Background: an optimization exercise with open tools, aiming at small area and a short achievable clock period. Do not read the settings as production practice. In this exercise RTL edits were held to simulation tests only and were not proved equivalent to the original. Power and IR drop assume default switching activity.

<file path="flow/design.v">
package cpu_pkg;
    localparam int XLEN     = 64;
    localparam int ILEN     = 32;
    localparam int NUM_REGS = 32;
    localparam int REG_AW   = 5;
    typedef logic [XLEN-1:0]   word_t;
    typedef logic [ILEN-1:0]   instr_t;
    typedef logic [REG_AW-1:0] reg_idx_t;
    localparam reg_idx_t ZERO_REG = 5'd31;
    localparam word_t INSTR_BYTES = 64'd4;
    localparam logic [9:0]  OP_ADDI = 10'b1001000100;
    localparam logic [10:0] OP_ADDS = 11'b10101011000;
    localparam logic [10:0] OP_SUBS = 11'b11101011000;
    localparam logic [10:0] OP_AND  = 11'b10001010000;
    localparam logic [10:0] OP_EOR  = 11'b11001010000;
    localparam logic [10:0] OP_LSR  = 11'b11010011010;
    localparam logic [10:0] OP_LDUR = 11'b11111000010;
    localparam logic [10:0] OP_STUR = 11'b11111000000;
    localparam logic [5:0]  OP_B    = 6'b000101;
    localparam logic [7:0]  OP_CBZ  = 8'b10110100;
    localparam logic [7:0]  OP_BLT  = 8'b01010100;
    typedef enum logic [2:0] {
        ALU_LSR = 3'b001,
        ALU_ADD = 3'b010,
        ALU_SUB = 3'b011,
        ALU_AND = 3'b100,
        ALU_EOR = 3'b110
    } alu_op_e;
    localparam logic [1:0] IMM_ADDI = 2'd0;
    localparam logic [1:0] IMM_LDST = 2'd1;
    localparam logic [1:0] IMM_LSR  = 2'd2;
endpackage
`timescale 1ns/100ps
module decoder (
    input  cpu_pkg::instr_t  instr,
    output logic             reg2loc,
    output logic             alu_src,
    output logic             mem_to_reg,
    output logic             reg_write,
    output logic             mem_write,
    output logic             uncond_br,
    output logic             cbz_br,
    output logic             blt_br,
    output logic             set_flags,
    output cpu_pkg::alu_op_e alu_op,
    output logic [1:0]       imm_kind
);
    logic [10:0] op11;
    assign op11 = instr[31:21];
    always_comb begin
        reg2loc    = 1'b0;
        alu_src    = 1'b0;
        mem_to_reg = 1'b0;
        reg_write  = 1'b0;
        mem_write  = 1'b0;
        uncond_br  = 1'b0;
        cbz_br     = 1'b0;
        blt_br     = 1'b0;
        set_flags  = 1'b0;
        alu_op     = cpu_pkg::ALU_ADD;
        imm_kind   = cpu_pkg::IMM_ADDI;
        if (instr[31:22] == cpu_pkg::OP_ADDI) begin
            alu_src   = 1'b1;
            reg_write = 1'b1;
        end else if (op11 == cpu_pkg::OP_ADDS) begin
            reg2loc   = 1'b1;
            reg_write = 1'b1;
            set_flags = 1'b1;
        end else if (op11 == cpu_pkg::OP_AND) begin
            reg2loc   = 1'b1;
            reg_write = 1'b1;
            alu_op    = cpu_pkg::ALU_AND;
        end else if (op11 == cpu_pkg::OP_SUBS) begin
            reg2loc   = 1'b1;
            reg_write = 1'b1;
            set_flags = 1'b1;
            alu_op    = cpu_pkg::ALU_SUB;
        end else if (op11 == cpu_pkg::OP_LDUR) begin
            alu_src    = 1'b1;
            mem_to_reg = 1'b1;
            reg_write  = 1'b1;
            imm_kind   = cpu_pkg::IMM_LDST;
        end else if (op11 == cpu_pkg::OP_STUR) begin
            alu_src   = 1'b1;
            mem_write = 1'b1;
            imm_kind  = cpu_pkg::IMM_LDST;
        end else if (instr[31:26] == cpu_pkg::OP_B) begin
            uncond_br = 1'b1;
        end else if (instr[31:24] == cpu_pkg::OP_CBZ) begin
            cbz_br = 1'b1;
        end else if (op11 == cpu_pkg::OP_LSR) begin
            alu_src   = 1'b1;
            reg_write = 1'b1;
            alu_op    = cpu_pkg::ALU_LSR;
            imm_kind  = cpu_pkg::IMM_LSR;
        end else if (op11 == cpu_pkg::OP_EOR) begin
            reg2loc   = 1'b1;
            reg_write = 1'b1;
            alu_op    = cpu_pkg::ALU_EOR;
        end else if (instr[31:24] == cpu_pkg::OP_BLT) begin
            blt_br = 1'b1;
        end
    end
endmodule
`timescale 1ns/100ps
module imm_gen (
    input  cpu_pkg::instr_t instr,
    input  logic [1:0]      imm_kind,
    output cpu_pkg::word_t  imm
);
    logic [11:0] imm12;
    logic [8:0]  imm9;
    logic [5:0]  shamt;
    assign imm12 = instr[21:10];
    assign imm9  = instr[20:12];
    assign shamt = instr[15:10];
    always_comb begin
        case (imm_kind)
            cpu_pkg::IMM_LDST: imm = {{(cpu_pkg::XLEN-9){imm9[8]}}, imm9};
            cpu_pkg::IMM_LSR:  imm = {{(cpu_pkg::XLEN-6){1'b0}}, shamt};
            default:  imm = {{(cpu_pkg::XLEN-12){1'b0}}, imm12};
        endcase
    end
endmodule
`timescale 1ns/100ps
module regfile (
    input  logic              clk,
    input  logic              rst_n,
    input  cpu_pkg::reg_idx_t rd_addr1,
    input  cpu_pkg::reg_idx_t rd_addr2,
    input  cpu_pkg::reg_idx_t wr_addr,
    input  logic              wr_en,
    input  cpu_pkg::word_t    wr_data,
    output cpu_pkg::word_t    rd1,
    output cpu_pkg::word_t    rd2
);
    cpu_pkg::word_t regs [0:31];
    always_ff @(posedge clk or negedge rst_n) begin
        if (!rst_n) begin
            for (int i = 0; i < cpu_pkg::NUM_REGS; i++) begin
                regs[i] <= '0;
            end
        end else if (wr_en && (wr_addr != cpu_pkg::ZERO_REG)) begin
            regs[wr_addr] <= wr_data;
        end
    end
    assign rd1 = (rd_addr1 == cpu_pkg::ZERO_REG) ? '0 : regs[rd_addr1];
    assign rd2 = (rd_addr2 == cpu_pkg::ZERO_REG) ? '0 : regs[rd_addr2];
endmodule
`timescale 1ns/100ps
module alu (
    input  cpu_pkg::word_t   a,
    input  cpu_pkg::word_t   b,
    input  cpu_pkg::alu_op_e op,
    output cpu_pkg::word_t   result,
    output logic             neg,
    output logic             ovf
);
    cpu_pkg::word_t sum;
    cpu_pkg::word_t diff;
    logic  add_ovf;
    logic  sub_ovf;
    assign sum  = a + b;
    assign diff = a - b;
    assign add_ovf = (a[cpu_pkg::XLEN-1] == b[cpu_pkg::XLEN-1]) && (sum[cpu_pkg::XLEN-1] != a[cpu_pkg::XLEN-1]);
    assign sub_ovf = (a[cpu_pkg::XLEN-1] != b[cpu_pkg::XLEN-1]) && (diff[cpu_pkg::XLEN-1] != a[cpu_pkg::XLEN-1]);
    always_comb begin
        result = sum;
        ovf    = 1'b0;
        case (op)
            cpu_pkg::ALU_ADD: begin
                result = sum;
                ovf    = add_ovf;
            end
            cpu_pkg::ALU_SUB: begin
                result = diff;
                ovf    = sub_ovf;
            end
            cpu_pkg::ALU_AND: result = a & b;
            cpu_pkg::ALU_EOR: result = a ^ b;
            cpu_pkg::ALU_LSR: result = a >> b[5:0];
            default: result = sum;
        endcase
    end
    assign neg = result[cpu_pkg::XLEN-1];
endmodule
`timescale 1ns/100ps
module pc_branch (
    input  logic            clk,
    input  logic            rst_n,
    input  cpu_pkg::instr_t instr,
    input  logic            uncond_br,
    input  logic            cbz_br,
    input  logic            blt_br,
    input  logic            set_flags,
    input  logic            alu_neg,
    input  logic            alu_ovf,
    input  cpu_pkg::word_t  rt_val,
    output cpu_pkg::word_t  pc
);
    logic  flag_n;
    logic  flag_v;
    cpu_pkg::word_t br_offset;
    cpu_pkg::word_t br_target;
    cpu_pkg::word_t pc_next;
    logic  take_br;
    always_comb begin
        if (uncond_br) begin
            br_offset = {{(cpu_pkg::XLEN-28){instr[25]}}, instr[25:0], 2'b00};
        end else begin
            br_offset = {{(cpu_pkg::XLEN-21){instr[23]}}, instr[23:5], 2'b00};
        end
    end
    assign br_target = pc + br_offset;
    assign take_br = uncond_br
                   | (cbz_br & (rt_val == '0))
                   | (blt_br & (flag_n != flag_v));
    assign pc_next = take_br ? br_target : pc + cpu_pkg::INSTR_BYTES;
    always_ff @(posedge clk or negedge rst_n) begin
        if (!rst_n) begin
            pc     <= '0;
            flag_n <= 1'b0;
            flag_v <= 1'b0;
        end else begin
            pc <= pc_next;
            if (set_flags) begin
                flag_n <= alu_neg;
                flag_v <= alu_ovf;
            end
        end
    end
endmodule
`timescale 1ns/100ps
module cpu_top (
    input  logic              clk,
    input  logic              rst_n,
    output cpu_pkg::word_t    imem_addr,
    input  cpu_pkg::instr_t   imem_data,
    output cpu_pkg::word_t    dmem_addr,
    output cpu_pkg::word_t    dmem_wdata,
    output logic              dmem_we,
    output logic              dmem_re,
    input  cpu_pkg::word_t    dmem_rdata,
    output logic              wb_en,
    output cpu_pkg::reg_idx_t wb_addr,
    output cpu_pkg::word_t    wb_data
);
    logic     reg2loc, alu_src, mem_to_reg, reg_write, mem_write;
    logic     uncond_br, cbz_br, blt_br, set_flags;
    cpu_pkg::alu_op_e  alu_op;
    logic [1:0] imm_kind;
    cpu_pkg::word_t    imm;
    cpu_pkg::word_t    rd1, rd2;
    cpu_pkg::word_t    alu_b;
    cpu_pkg::word_t    result;
    logic     neg, ovf;
    cpu_pkg::word_t    pc;
    cpu_pkg::reg_idx_t rd2_addr;
    decoder u_decoder (
        .instr(imem_data), .reg2loc(reg2loc), .alu_src(alu_src),
        .mem_to_reg(mem_to_reg), .reg_write(reg_write), .mem_write(mem_write),
        .uncond_br(uncond_br), .cbz_br(cbz_br), .blt_br(blt_br),
        .set_flags(set_flags), .alu_op(alu_op), .imm_kind(imm_kind)
    );
    imm_gen u_imm_gen (.instr(imem_data), .imm_kind(imm_kind), .imm(imm));
    assign rd2_addr = reg2loc ? imem_data[20:16] : imem_data[4:0];
    regfile u_regfile (
        .clk(clk), .rst_n(rst_n),
        .rd_addr1(imem_data[9:5]), .rd_addr2(rd2_addr), .wr_addr(wb_addr),
        .wr_en(wb_en), .wr_data(wb_data), .rd1(rd1), .rd2(rd2)
    );
    assign alu_b = alu_src ? imm : rd2;
    alu u_alu (.a(rd1), .b(alu_b), .op(alu_op), .result(result), .neg(neg), .ovf(ovf));
    pc_branch u_pc_branch (
        .clk(clk), .rst_n(rst_n), .instr(imem_data),
        .uncond_br(uncond_br), .cbz_br(cbz_br), .blt_br(blt_br),
        .set_flags(set_flags), .alu_neg(neg), .alu_ovf(ovf),
        .rt_val(rd2), .pc(pc)
    );
    assign imem_addr  = pc;
    assign dmem_addr  = result;
    assign dmem_wdata = rd2;
    assign dmem_we    = mem_write;
    assign dmem_re    = mem_to_reg;
    assign wb_en   = reg_write;
    assign wb_addr = imem_data[4:0];
    assign wb_data = mem_to_reg ? dmem_rdata : result;
endmodule
</file>
<file path="flow/run.sh">
#!/bin/bash
# synth_recipe.tcl (not shown) runs the flow's synth.tcl, then flattens the netlist and writes it again
# the make line also repeats each setting of config.mk as NAME=value (left out here)
make -C /OpenROAD-flow-scripts/flow DESIGN_CONFIG=/design/flow/config.mk WORK_HOME=/design/flow/orfs CLKGATE_MAP_FILE= SYNTH_SCRIPT=/design/flow/synth_recipe.tcl finish
</file>
<file path="flow/config.mk">
export PLATFORM = sky130hd
export DESIGN_NAME = cpu_top
export DESIGN_NICKNAME = cpu_top
export VERILOG_FILES = /design/flow/design.v
export SDC_FILE = /design/flow/constraint.sdc
export NUM_CORES = 4
export LEC_CHECK = 0
export CAP_MARGIN = 20
export CELL_PAD_IN_SITES_DETAIL_PLACEMENT = 1
export CELL_PAD_IN_SITES_GLOBAL_PLACEMENT = 2
export CORE_MARGIN = 2
export CORE_UTILIZATION = 30
export PLACE_DENSITY = 0.45
export SETUP_SLACK_MARGIN = 0.3
export SLEW_MARGIN = 20
</file>
<file path="flow/constraint.sdc">
create_clock -name core_clock -period 16.0 [get_ports {clk}]
set_input_delay 3.2000 -clock core_clock [delete_from_list [all_inputs] [get_ports {clk}]]
set_output_delay 3.2000 -clock core_clock [all_outputs]
set_load 0.01 [all_outputs]
</file>
==> notes.md, run 1 <==
For this block, the via count after detailed routing is 132,000. Buffer cell driving the clock tree root: sky130_fd_sc_hd__clkbuf_16. For this run, design rule violations remaining after detail routing come to 0.

In this run the vertical extent of the chip is 622.9 um. The top cell type's share of synthesized area was 0.4460. The run gives 0.06006 mm^2 as the area of the multi-input gates. The total detailed-routing wirelength was 950,200 um. The total clock buffers created by CTS came out at 269. For the worst setup path, the data arrival time is 12.49 ns. In this run the remaining antenna-violating nets after routing total 0. Most frequent cell on the critical path: sky130_fd_sc_hd__buf_4. Of all nets on the critical path, the largest fanout is 16. The post-layout net count was 14,340. The leakage power was 61.34 nW. The first detailed-routing pass took 9 iterations. The run gives 0.3766 as the final core utilization. The switching power as a share of total power works out to 0.3048. STA classifies the critical path startpoint as an input pin.

The worst relative slew slack is 0.1407. The tools report the final weighted congestion of routability-driven global placement as 1.022. For this design the ratio of total power to cell area is 96.44 mW/mm^2. The worst setup path is of the input pin to primary output kind.

The number of instances in the synthesized netlist is 13,330. Excluding fillers, the count of instances in the completed layout stands at 19,360. Summing all flip-flop and latch instances after layout gives 0.05125 mm^2. The internal power came out at 9.638 mW. For the largest voltage drop on the vdd net, the log shows 0.00007388 V. Buffer depth of the longest clock path: 4. The hold path startpoint is u_pc_branch.flag_v. The H-tree depth was 5.

The number of I/O port buffers came out at 359. Setup repair after global routing could not meet its margin everywhere. The worst-margin pin slew is 1.289 ns, and the register area share after synthesis is 0.4460. The period utilization was 0.9807; the width of the die was 622.9 um.

The count of cells along the worst hold path came out at 2. The max-cap check violation count was 0. The worst setup slack for register-to-register paths is 6.90 ns, and the async set-or-reset flop fraction in the synthesized netlist is 1.000. In the routed layout, each cell is associated on average with a via count of 6.816. In this run the power spent charging and discharging nets is 4.227 mW.

The number of register bits inferred by synthesis is 2,048. The portion of total power attributed to combinational logic was 0.157; the initial detailed-routing violation count was 21,250. The run gives 0 as the number of setup violations in the final report. In the final routed layout, each cell accounts on average for 49.08 um.

The global-route usage over all layers is 0.4747, and the initial antenna violation count is 110. The total design power was 13.87 mW. The floorplan core area came out at 0.3817 mm^2. The dominant cell type by area after synthesis was sky130_fd_sc_hd__dfrtp_1. The fraction of final layout cells sized beyond drive strength 1 was 0.1648. Hold repair after CTS inserted 0 buffers. The synthesized design contains 0 enable-type register cells. The clock period could shrink to 15.69 ns. Static timing analysis puts the maximum clock frequency at 63.73 MHz.

Counting the fill cells in the layout gives 43,500. For this run, the leading register cell type out of synthesis is sky130_fd_sc_hd__dfrtp_1. By area the synthesized netlist is led by sky130_fd_sc_hd__dfrtp_1, sky130_fd_sc_hd__o21ai_0, sky130_fd_sc_hd__a22oi_1.

The tools report the largest net degree at the start of global routing as 161. Relative to the synthesized area, the layout overhead comes to 25.11%. The run gives 128,600 as the via count of the first global-routing pass.

The total of warnings raised by yosys was 6. The first global-routing pass estimated 1,245,000 um of wire. The clock-pin slew on the worst setup and hold paths was 0.04 ns; the cell count after placement was 18,760. The mapped netlist covers 0.1149 mm^2. The largest single stage delay on the critical path is 1.06 ns. The tools report the worst hold endpoint as u_pc_branch.flag_v.

The clock network fraction of design power is 0.459, and the HPWL reported at the end of detailed placement is 663,000 um. After global routing the overflow that remains totals 0. The critical path data required time was 12.80 ns; the final count of hold timing violations was 0. The run gives 0.97 ns as the clock latency reported for the late side of the worst-skew pair. The number of top-level pins was 362. The critical path's slowest cell was sky130_fd_sc_hd__clkdlybuf4s50_1.

In this run the core area contains 227 standard-cell rows. The tools report the share of power burned in registers as 0.385. Initial standard-cell utilization of the core: 0.3010. The worst register-to-register path begins at u_regfile.regs[5][52]. In this run the critical register-to-register path is captured at u_pc_branch.pc[59]. Counting distinct cell types in the post-synthesis netlist gives 113.

The kind of end point of the critical path was a primary output. The flow ran to the end and the layout has no timing, DRC or antenna violations. TritonCTS built the clock tree. The number of cells on the worst reg-to-reg path was 31; the post-synthesis area per instance was 8.622 um^2. The worst hold-check path type is register to register. The die covers 0.3880 mm^2.

For the count of clock tree sinks, the log shows 2,048. For the final count of pins violating max slew, the log shows 0. For the final database, setup skew stands at 0.08880 ns.
==> cells by family (layout without fill, tap and decap cells) <==
| family | after synthesis | after routing | synth area share |
|---|---|---|---|
| flip-flops | 2048 | 2048 | 0.4460 |
| XOR/XNOR | 106 | 106 | 0.008144 |
| AND/OR/NAND/NOR | 3870 | 3870 | 0.1460 |
| AO/OA/AOI/OAI | 5305 | 5305 | 0.3004 |
| buffers and inverters | 1518 | 2436 | 0.05161 |
| adder cells (fa/ha/maj) | 193 | 193 | 0.02121 |
| other | 1 | 77 | 0.00003263 |
| multiplexers | 287 | 287 | 0.02659 |
==> critical path, delay by kind of cell <==
kind | cells | cell delay (ns)
buf+inv | 13 | 3.92
compound gates | 12 | 2.83
simple gates | 5 | 1.79
fa+ha+maj | 1 | 0.34
mux | 1 | 0.30
==> layout by cell type (no fill, tap or decap), types with 84 or more instances in the layout <==
| cell type | count |
|---|---|
| sky130_fd_sc_hd__a21oi_1 | 594 |
| sky130_fd_sc_hd__a221oi_1 | 191 |
| sky130_fd_sc_hd__a222oi_1 | 145 |
| sky130_fd_sc_hd__a22o_1 | 186 |
| sky130_fd_sc_hd__a22oi_1 | 1255 |
| sky130_fd_sc_hd__a31oi_1 | 109 |
| sky130_fd_sc_hd__buf_12 | 182 |
| sky130_fd_sc_hd__buf_4 | 1201 |
| sky130_fd_sc_hd__clkbuf_16 | 274 |
| sky130_fd_sc_hd__clkdlybuf4s50_1 | 327 |
| sky130_fd_sc_hd__dfrtp_1 | 2048 |
| sky130_fd_sc_hd__ha_1 | 187 |
| sky130_fd_sc_hd__inv_1 | 221 |
| sky130_fd_sc_hd__mux2_2 | 137 |
| sky130_fd_sc_hd__mux2i_1 | 99 |
| sky130_fd_sc_hd__nand2_1 | 2091 |
| sky130_fd_sc_hd__nand3_1 | 249 |
| sky130_fd_sc_hd__nand4_1 | 259 |
| sky130_fd_sc_hd__nor2_1 | 674 |
| sky130_fd_sc_hd__nor3_1 | 122 |
| sky130_fd_sc_hd__o211ai_1 | 89 |
| sky130_fd_sc_hd__o21ai_0 | 1922 |
| sky130_fd_sc_hd__o21ai_1 | 84 |
==> power groups by stage <==
stage                     registers (mW)  clock network (mW)  logic (mW)
after global routing                5.34                6.57        2.22
after floorplan                     5.44                   0       0.706
after detailed placement            5.43                   0        2.08
final                               5.33                6.36        2.17
after CTS                           5.33                6.38        2.10
after global placement              5.42                   0        2.06
==> layer usage <==
layer  GRT usage  vias up  share of wire
li1            -    50810              -
met1      0.5808    67960           0.38
met2      0.6788    10030           0.41
met3      0.1735     3108           0.12
met4      0.3566       46          0.091
met5    0.001358        -        0.00040
==> sequential cells by signal, summed over array words and instances, names as in the netlist <==
| signal | cells |
|---|---|
| u_regfile.regs | 1984 |
| u_pc_branch.flag_v | 1 |
| u_pc_branch.flag_n | 1 |
| u_pc_branch.pc | 62 |
==> Yosys cell counts (all sizes together), types with 29 or more instances <==
| cell type | n |
|---|---|
| a2111oi | 33 |
| a211oi | 53 |
| a21o | 78 |
| a21oi | 624 |
| a221o | 50 |
| a221oi | 194 |
| a222oi | 145 |
| a22o | 187 |
| a22oi | 1260 |
| a31oi | 125 |
| and2 | 38 |
| and3 | 36 |
| buf | 214 |
| clkbuf | 1076 |
| dfrtp | 2048 |
| ha | 190 |
| inv | 227 |
| mux2 | 140 |
| mux2i | 147 |
| nand2 | 2131 |
| nand2b | 51 |
| nand3 | 250 |
| nand4 | 259 |
| nor2 | 739 |
| nor2b | 36 |
| nor3 | 126 |
| nor4 | 80 |
| o211ai | 89 |
| o21a | 34 |
| o21ai | 2015 |
| o21bai | 55 |
| o22ai | 53 |
| o31ai | 69 |
| or2 | 30 |
| xnor2 | 77 |
| xor2 | 29 |
==> timing repair <==
| action | CTS | global route |
|---|---|---|
| setup endpoints to repair | 78 | 31 |
| buffers inserted | 26 | 16 |
| resized for setup | 38 | 62 |
| pin swaps | 15 | 15 |
| gates cloned | 0 | 1 |
==> cell type report <==
cell class	instances	share of cell area
Antenna cell	75	0.001305
Tap cell	5038	0.04384
Timing Repair Buffer	1734	0.1129
Clock buffer	393	0.05546
Multi-Input combinational cell	9763	0.4178
Sequential cell	2048	0.3565
Inverter	228	0.005953
Clock inverter	81	0.006344
==> worst max path at each step <==
stage	start	end	slack (ns)	cells past startpoint
final	imem_data[8]	wb_data[47]	0.31	32
after CTS	imem_data[25]	wb_data[62]	0.23	39
after floorplan	imem_data[31]	wb_data[62]	1.73	34
after detailed placement	imem_data[22]	wb_data[62]	-1.53	38
after global placement	imem_data[22]	wb_data[62]	-1.50	37
after global routing	imem_data[26]	wb_data[62]	0.29	38
==> stage by stage <==
step	TNS, ns	setup slack (ns)	hold slack, ns	area (um^2)
3_3_place_gp	-30.08	-1.497	0.4742	133800
2_1_floorplan	0	1.726	0.4588	114900
3_5_place_dp	-25.77	-1.530	0.4913	133800
6_report	0	0.3095	0.5036	143800
5_1_grt	0	0.2913	0.5321	143600
4_1_cts	0	0.2299	0.5038	143100
==> inputs of run 2 (changes only) <==
==> flow/design.v (replaced) <==
`timescale 1ns/100ps
module cpu_top (
    input  logic        clk,
    input  logic        rst_n,
    output logic [63:0] imem_addr,
    input  logic [31:0] imem_data,
    output logic [63:0] dmem_addr,
    output logic [63:0] dmem_wdata,
    output logic        dmem_we,
    output logic        dmem_re,
    input  logic [63:0] dmem_rdata,
    output logic        wb_en,
    output logic [4:0]  wb_addr,
    output logic [63:0] wb_data
);
    logic [31:0] ins;
    assign ins = imem_data;
    logic op_addi, op_adds, op_subs, op_and, op_eor, op_lsr, op_ldur, op_stur;
    logic op_b, op_cbz, op_blt;
    assign op_addi = ins[31:22] == 10'b1001000100;
    assign op_adds = ins[31:21] == 11'b10101011000;
    assign op_subs = ins[31:21] == 11'b11101011000;
    assign op_and  = ins[31:21] == 11'b10001010000;
    assign op_eor  = ins[31:21] == 11'b11001010000;
    assign op_lsr  = ins[31:21] == 11'b11010011010;
    assign op_ldur = ins[31:21] == 11'b11111000010;
    assign op_stur = ins[31:21] == 11'b11111000000;
    assign op_b    = ins[31:26] == 6'b000101;
    assign op_cbz  = ins[31:24] == 8'b10110100;
    assign op_blt  = ins[31:24] == 8'b01010100;
    logic [30:0][63:0] regs;
    logic [30:0]       valid;
    logic [30:0]       we;
    for (genvar i = 0; i < 31; i++) begin : g_we
        assign we[i] = wb_en & (ins[4:0] == 5'(i));
    end
    always_ff @(posedge clk or negedge rst_n) begin
        if (!rst_n) valid <= '0;
        else        valid <= valid | we;
    end
    for (genvar i = 0; i < 31; i++) begin : g_reg
        always_ff @(posedge clk) begin
            if (we[i]) regs[i] <= wb_data;
        end
    end
    logic [4:0]  ra1, ra2;
    logic [30:0] s1, s2;
    logic [63:0] rd1, rd2;
    assign ra1 = ins[9:5];
    assign ra2 = ins[28] ? ins[4:0] : ins[20:16];
    always_comb begin
        rd1 = '0;
        rd2 = '0;
        for (int i = 0; i < 31; i++) begin
            s1[i] = valid[i] & (ra1 == 5'(i));
            s2[i] = valid[i] & (ra2 == 5'(i));
            rd1 = rd1 | ({64{s1[i]}} & regs[i]);
            rd2 = rd2 | ({64{s2[i]}} & regs[i]);
        end
    end
    logic        use_rm, sub;
    logic [63:0] imm, kx, b_eff, sum;
    assign use_rm = op_adds | op_subs;
    assign sub    = op_subs;
    assign imm    = ins[30] ? {{55{ins[20]}}, ins[20:12]} : {52'd0, ins[21:10]};
    assign kx     = use_rm ? {64{sub}} : imm;
    assign b_eff  = ({64{use_rm}} & rd2) ^ kx;
    assign sum    = rd1 + b_eff + {63'd0, sub};
    logic neg, ovf;
    assign neg = sum[63];
    assign ovf = (rd1[63] == b_eff[63]) && (sum[63] != rd1[63]);
    logic [63:0] shr;
    assign shr = rd1 >> ins[15:10];
    logic        sel_sum;
    logic [63:0] other;
    assign sel_sum = ~(op_ldur | op_and | op_eor | op_lsr);
    assign other = ({64{op_ldur}} & dmem_rdata)
                 | ({64{op_and}}  & (rd1 & rd2))
                 | ({64{op_eor}}  & (rd1 ^ rd2))
                 | ({64{op_lsr}}  & shr);
    assign wb_data = other | ({64{sel_sum}} & sum);
    assign wb_en   = op_addi | op_adds | op_subs | op_and | op_eor | op_lsr | op_ldur;
    assign wb_addr = ins[4:0];
    assign dmem_addr  = sum;
    assign dmem_wdata = rd2;
    assign dmem_we    = op_stur;
    assign dmem_re    = op_ldur;
    logic [63:2] pc;
    logic        flag_n, flag_v;
    logic [63:2] br_off, target, pc_inc, pc_next;
    logic        take;
    assign br_off = (ins[31] | ins[30]) ? {{43{ins[23]}}, ins[23:5]} : {{36{ins[25]}}, ins[25:0]};
    assign target = pc + br_off;
    assign pc_inc = pc + 62'd1;
    assign take   = op_b | (op_cbz & (rd2 == '0)) | (op_blt & (flag_n ^ flag_v));
    assign pc_next = take ? target : pc_inc;
    always_ff @(posedge clk or negedge rst_n) begin
        if (!rst_n) begin
            pc     <= '0;
            flag_n <= 1'b0;
            flag_v <= 1'b0;
        end else begin
            pc <= pc_next;
            if (use_rm) begin
                flag_n <= neg;
                flag_v <= ovf;
            end
        end
    end
    assign imem_addr = {pc, 2'b00};
endmodule
--- a/flow/config.mk
+++ b/flow/config.mk
@@ -11,5 +11,5 @@
 export CORE_MARGIN = 2
 export CORE_UTILIZATION = 30
 export PLACE_DENSITY = 0.45
-export SETUP_SLACK_MARGIN = 0.3
+export SETUP_SLACK_MARGIN = 5
 export SLEW_MARGIN = 20
==> run 2 against run 1 <==
Compared with the run above:
- still clean
- worst hold slack better by 0.017 ns
- synthesized area down 9.8%
- flip-flop and latch count up 31
- via count down 18%
- fmax up 18%
- cell area down 3.4%
- clock skew down 0.0065 ns
- clock power down 3%
- sequential share of layout area up 9.0 points
- count of clock-buffer cells in the layout down 74
- non-clock buffer count up 145
- cell count down 25%
- highest routed layer unchanged
==> notes.md, run 2 <==
The flow ran to the end and the layout has no timing, DRC or antenna violations. The top cell type's share of synthesized area is 0.5748, and the clock latency reported for the late side of the worst-skew pair is 0.97 ns. TritonCTS built the clock tree.

Most frequent cell on the critical path: sky130_fd_sc_hd__buf_4. The number of I/O port buffers works out to 359. Summed over all layers, the global routing overflow is 0.

The largest net degree at the start of global routing was 66; the maximum clock frequency was 74.93 MHz. In this run the remaining antenna-violating nets after routing total 0. For this run, the leading register cell type out of synthesis is sky130_fd_sc_hd__edfxtp_1. The tightest min-delay check is of the register to register type. The netlist uses 95 different library cells. The worst-margin pin slew was 1.412 ns; the initial detailed-routing violation count was 21,740. After synthesis the cells add up to 0.1036 mm^2.

sky130_fd_sc_hd__edfxtp_1 is the most common cell in the netlist. At the worst endpoint, the required time is 12.80 ns. Along the worst path, the maximum fanout reaches 7.

The total of warnings raised by yosys was 1; the largest incremental delay on the critical path was 0.82 ns. The post-layout minimum cycle time was 13.35 ns; the met3 usage in global routing was 0.2068. The initial standard-cell utilization of the core was 0.3017; the flip-flop count of the largest register, all copies and words added was 1,984.

After global routing, the most crowded layer is met2. The post-synthesis area per instance works out to 12.67 um^2. The largest registers in the layout are regs: 1984 flops, pc: 62 flops, valid: 31 flops.

The global-route usage over all layers was 0.4977; the total number of placement rows was 215. The logs give 1,123,000 um for the wire length of the first global-routing pass and 5 for the H-tree depth. The die boundary height was 591.8 um. The total detailed-routing wirelength was 901,700 um. The logs give 262 for the total clock buffers created by CTS and 0.3502 mm^2 for the full die area. After the last flow step, the layout net total stands at 9,905. The post-synthesis to final-layout area growth is 34.03%, and the final count of hold timing violations is 0. The leakage power is 47.51 nW, and the via count of the first global-routing pass is 99,860. The synthesized design contains 1,984 enable-type register cells.

The run gives 8 as the first-pass iteration count of the detailed router. The tree built by TritonCTS fans out to 2,079 sinks. By startpoint and endpoint, the worst setup path is classified as input pin to primary output. On the final layout, the worst clock skew is 0.08227 ns. Buffer cell driving the clock tree root: sky130_fd_sc_hd__clkbuf_16.

The max-cap check violation count came out at 0. The critical path's slowest cell is sky130_fd_sc_hd__nand4_1. The async set-or-reset flop fraction in the synthesized netlist is 0.04570.

sky130_fd_sc_hd__edfxtp_1 takes more of the synthesized area than any other cell. Setup repair after global routing could not meet its margin everywhere. Largest register by flop count: regs. The longest clock path from root to sink contains 4 buffers. The final count of pins violating max slew was 0; the final weighted congestion of routability-driven global placement was 0.9971. The HPWL reported at the end of detailed placement came out at 573,400 um.

The kind of end point of the critical path was a primary output. The number of setup violations in the final report was 0. 362 I/O pins were placed. After floorplanning, the core was sized to cover 0.3435 mm^2. The fraction of final layout cells sized beyond drive strength 1 was 0.2943. Register area share after synthesis: 0.5978. The initial antenna violation count is 116. After synthesis the netlist holds a flip-flop and latch count of 2,079.

The run gives 35,190 as the number of fillers in the final layout. Counting instances in the post-synthesis netlist gives the leading cell types as sky130_fd_sc_hd__edfxtp_1, sky130_fd_sc_hd__a22oi_1, sky130_fd_sc_hd__clkbuf_1. The routed length per placed instance works out to 62.28 um. In the routed layout, each cell is associated on average with a via count of 7.494.

The residual DRC count came out at 0. The period utilization is 0.8341. The met1 capacity usage during global routing was 0.6029; the number of buffer and inverter stages on the critical path was 11. The floorplan step set the die width to 591.8 um.

The sort of element at the start of the critical path is an input pin. The power density over the cells is 98.32 mW/mm^2, and the largest voltage drop on the vdd net is 0.00009742 V. Summed over all failing endpoints, the final setup total negative slack is 0 ns. The tightest hold path in the finished design has a slack of 0.5207 ns. The clock-pin slew on the worst setup and hold paths works out to 0.06 ns. By area the synthesized netlist is led by sky130_fd_sc_hd__edfxtp_1, sky130_fd_sc_hd__a22oi_1, sky130_fd_sc_hd__dfrtp_1. The fraction of met2 tracks used by global routing was 0.6916. For the arrival time at the worst endpoint, the log shows 10.15 ns. The most common cell after layout, fill and taps aside is sky130_fd_sc_hd__edfxtp_1. Among cell families on the critical path, the largest total delay comes from compound AO/OA/AOI/OAI gates. The tools report the worst relative slew slack as 0.05833. In the synthesized netlist, the number of instances is 8,178. Detailed routing inserted a total of 108,500 vias. Leaving out fill and tap cells, the most frequent cells in the layout are sky130_fd_sc_hd__edfxtp_1, sky130_fd_sc_hd__buf_4, sky130_fd_sc_hd__a22oi_1, sky130_fd_sc_hd__o21ai_0, sky130_fd_sc_hd__nand2_1.
[run 2: changes by cell type after synthesis, sizes merged, moves of 107 or more]
| cell | before | now |
|---|---|---|
| edfxtp | 0 | 1984 |
| dfrtp | 2048 | 95 |
| nand2 | 2131 | 332 |
| o21ai | 2015 | 424 |
| clkbuf | 1076 | 544 |
| nor2 | 739 | 212 |
| a21oi | 624 | 342 |
| inv | 227 | 81 |
| a22oi | 1260 | 1143 |
| a31oi | 125 | 12 |
| mux2 | 140 | 33 |
[run 2: power breakdown]
part	internal [mW]	leakage, nW	switching (mW)
clock	3.49	4.12	2.68
sequential	6.05	17.1	0.0737
combinational	0.517	26.2	0.852
[run 2: path summary, 6_finish.rpt]
path / start / depth (start not counted) / slack (ns) / end
min in group asynchronous: rst_n / 1 / 2.29 / pc[63]
setup / recovery: imem_data[28] / 29 / 2.65 / wb_data[55]
hold reg to reg: pc[2] / 1 / 0.52 / pc[2]
max in group asynchronous: rst_n / 2 / 12.32 / valid[14]
setup reg to reg: valid[23] / 32 / 7.26 / pc[63]
hold / removal: pc[2] / 1 / 0.52 / pc[2]
[run 2: metal layers]
layer  wire [um]  vias to the layer above
met4       87860                       72
met3      130400                     3361
met2      360100                    11170
li1            -                    37170
met5        1215                        -
met1      322100                    56720
[run 2: cell families after synthesis]
family                   after synthesis  share of synthesized area
AO/OA/AOI/OAI                       3087                     0.2185
XOR/XNOR                             116                   0.009803
flip-flops                          2079                     0.5978
buffers and inverters                805                    0.03138
adder cells (fa/ha/maj)              190                    0.02315
AND/OR/NAND/NOR                     1633                    0.08803
multiplexers                         267                    0.03138
other                                  1                 0.00003618
[run 2: layout make-up]
type / instances / area [um^2] / share of cell area
Sequential cell: 2079 / 61950 / 0.4460
Antenna cell: 103 / 257.7 / 0.001855
Timing Repair Buffer: 1879 / 18360 / 0.1322
Clock inverter: 145 / 1531 / 0.01102
Tap cell: 4557 / 5702 / 0.04105
Multi-Input combinational cell: 5314 / 43870 / 0.3158
Inverter: 81 / 304.0 / 0.002189
Clock buffer: 319 / 6929 / 0.04988
[run 2: timing repair]
action                                   CTS  global route
pin swaps                                258           167
endpoints found under the setup margin  1237           136
hold buffers                               0             0
resized for setup                       1283           353
gates cloned                              30             2
buffers inserted                         502           121
[run 2: stage by stage]
stage / utilization / area [um^2] / cells / setup WS (ns) / power, mW
final: 0.4044 / 138900 / 14480 / 2.654 / 13.66
after floorplan: - / 104700 / 8179 / 3.906 / 6.743
after global placement: 0.3476 / 119400 / 13250 / 0.09927 / 7.420
after detailed placement: 0.3477 / 119400 / 13250 / 0.2335 / 7.431
after CTS: 0.3968 / 136300 / 14250 / 2.916 / 13.56
after global routing: 0.4038 / 138700 / 14400 / 2.787 / 13.86
[run 2: worst register-to-register path: cells and delay by family, from the launching register on]
family                   cells  cell delay, ns
AO/OA/AOI/OAI               14            3.47
adder cells (fa/ha/maj)      1            0.31
flip-flops                   1            0.57
AND/OR/NAND/NOR              8            2.25
XOR/XNOR                     1            0.16
buffers and inverters        8            1.91

## re-timing with driven ports
The results above use ideal ports. As a check the final layouts listed here were re-extracted and re-timed, cells and wires unchanged.
Step 1, drivers: a clkbuf_16 drives clk and a buf_2 each remaining input, both assumed.
Step 2 times the ports against the registers' clock, not the clock port: input delays grow and output delays shrink by t, the midpoint of the rising clock arrivals with the driver on.
Slacks: ideal ports / drivers / drivers and shift; pairs: ideal ports / drivers.
run | t, ns | setup WS [ns] | hold slack, ns | worst data-port slew with drivers (ns) | cell pins on the clock port's net
run 1 | 1.042 | 0.309 / 0.283 / 0.283 | 0.504 / 0.504 / 0.504 | 0.33 | 1
run 2 | 1.036 | 2.654 / 2.301 / 2.301 | 0.521 / 0.521 / 0.521 | 0.46 | 1
After both steps every run listed still meets setup and hold. For run 2, which loses most, drivers alone change the setup slack by -0.353 ns; drivers and shift together by -0.353 ns.
